This design comes from an exercise in tuning for small area and a short achievable clock period on the open sky130 flow, not from production work. Function was checked by simulation only, so behaviour that the tests miss may differ from the original. No activity file was given, so power comes from the tool's default toggle rates.

Setup of west:
Design mc_fifo, start of the top module:
module mc_fifo
#(
    parameter int WIDTH     = mc_fifo_pkg::DEF_WIDTH,
    parameter int DEPTH     = mc_fifo_pkg::DEF_DEPTH,
    parameter int CHANNELS  = mc_fifo_pkg::DEF_CHANNELS,
    parameter int AF_MARGIN = mc_fifo_pkg::DEF_AF_MARGIN,
    parameter int AE_MARGIN = mc_fifo_pkg::DEF_AE_MARGIN
) (
    input  logic                          clk,
    input  logic                          reset,
    input  logic                          write_en,
    input  logic [mc_fifo_pkg::width_of(CHANNELS)-1:0] wr_ch,
    input  logic [WIDTH-1:0]              data_in,
    input  logic                          read_en,
    input  logic [mc_fifo_pkg::width_of(CHANNELS)-1:0] rd_ch,
    input  logic                          clear_err,
    output logic [WIDTH-1:0]              data_out,
    output logic                          data_valid,
    output logic [CHANNELS-1:0]           full,
    output logic [CHANNELS-1:0]           empty,
    output logic [CHANNELS-1:0]           almost_full,
    output logic [CHANNELS-1:0]           almost_empty,
    output logic [mc_fifo_pkg::width_of(DEPTH):0]      rd_count,
    output logic [CHANNELS-1:0]           overflow,
    output logic [CHANNELS-1:0]           underflow
);
For scale: roughly 1100 flip-flops, roughly 42000 um^2 of cells after synthesis.
==> flow/config.mk <==
export PLATFORM = sky130hd
export DESIGN_NAME = mc_fifo
export DESIGN_NICKNAME = mc_fifo
export VERILOG_FILES = /design/flow/design.v
export SDC_FILE = /design/flow/constraint.sdc
export NUM_CORES = 4
export LEC_CHECK = 0
export CAP_MARGIN = 0
export CORE_MARGIN = 2
export CORE_UTILIZATION = 60
export CTS_CLUSTER_DIAMETER = 70
export CTS_CLUSTER_SIZE = 30
export SETUP_SLACK_MARGIN = 1.65
export SLEW_MARGIN = 0
export SYNTH_HIERARCHICAL = 1
export SYNTH_MINIMUM_KEEP_SIZE = 0
==> flow/constraint.sdc <==
create_clock -name core_clock -period 4.0 [get_ports {clk}]
set_input_delay 0.8000 -clock core_clock [delete_from_list [all_inputs] [get_ports {clk}]]
set_output_delay 0.8000 -clock core_clock [all_outputs]
set_load 0.01 [all_outputs]
run.sh (not shown) runs the stock make flow with config.mk's settings and CLKGATE_MAP_FILE= SYNTH_SCRIPT=/design/flow/synth_recipe.tcl, a recipe that flattens the netlist after the stock synthesis.
west closes out successfully: all stages finished, all timing, DRC and antenna checks passed.
--- input diff west..south ---
Settings: a change of SLEW_MARGIN from 0 to 20; a change of CAP_MARGIN from 0 to 20; a change of CORE_UTILIZATION from 60 to 50.
--- outcome ---
south and west ended up with roughly the same achievable clock frequency.
Global-route total usage across every layer ends up lower on south.
Multi-input logic cell count essentially unchanged between west and south.
Clock skew essentially unchanged between west and south.
As far as portion of netlist area occupied by mux cells goes, south and west are indistinguishable; the numbers are identical.
Taking west as the reference, in south period utilization saw little to no change, instance count on the critical path rose 5, minimum period implied by the final worst setup slack comparable, utilization decreased 10 points.
Summary — via count normalized by instance count, south relative to west: lower, by 0.25.

========
== rev 12 ==
mc_fifo again, from the RTL that the note above started with.
make LEC_CHECK=0 CAP_MARGIN=0 CORE_MARGIN=2 CORE_UTILIZATION=50 CTS_CLUSTER_DIAMETER=70 CTS_CLUSTER_SIZE=30 SETUP_SLACK_MARGIN=1.65 SLEW_MARGIN=0 SYNTH_HIERARCHICAL=1 SYNTH_MINIMUM_KEEP_SIZE=0 TNS_END_PERCENT=10 finish   # period 4.0 ns
Setup changes, rev 12 to rev 13
- TNS_END_PERCENT no longer set, was 10
- SLEW_MARGIN now 20, was 0
- GPL_TIMING_DRIVEN now 0, previously not set
- CAP_MARGIN now 20, was 0
## What came out
- Between rev 12 and rev 13, the hold slack figures differ only marginally.
- No stage failed in rev 13, and the final checks on the layout all came back clean.
- Reported for rev 12 and rev 13, count of different cell masters after synthesis turned out identical to the last digit.
- Between rev 12 and rev 13, the difference in multiplexer area fraction after synthesis is negligible.
- Cell area after layout: rev 13 higher than rev 12
- Side by side, part of the total power dissipated in combinational logic turned out higher in rev 13 than in rev 12.

==> port drivers added, routing unchanged <==
No port has a modelled driver above. Below, the same layouts with a new extraction and two added sets of constraints. Step 1 sets driving cells, clkbuf_16 on the clock port and buf_2 on the other inputs (assumed; they add their load-dependent delay and slew). Step 2 adds t to the input delays and takes it off the output delays; t is the mean of the earliest and latest rising clock arrival at the registers after step 1. Input paths then give back, and output paths get back, about the clock's delay inside the block. Slacks: ideal ports / drivers / drivers and shift; pairs: ideal ports / drivers.
run | shift t [ns] | slack for setup (ns) | hold slack, ns | latest minus earliest clock arrival (ns) | worst register clock-pin slew, ns
west | 0.697 | 1.675 / 1.608 / 1.068 | 0.448 / 0.448 / 0.448 | 0.030 / 0.030 | 0.11 / 0.11
south | 0.708 | 1.675 / 1.610 / 1.057 | 0.439 / 0.439 / 0.439 | 0.036 / 0.036 | 0.11 / 0.11
rev 12 | 0.717 | 1.458 / 1.392 / 0.932 | 0.437 / 0.437 / 0.437 | 0.039 / 0.038 | 0.12 / 0.12
rev 13 | 0.708 | 1.660 / 1.598 / 1.015 | 0.438 / 0.438 / 0.438 | 0.028 / 0.029 | 0.11 / 0.11
After both steps setup and hold are still met in every run listed. For rev 13, which loses most, drivers alone change the setup slack by -0.062 ns; drivers and shift together by -0.645 ns.
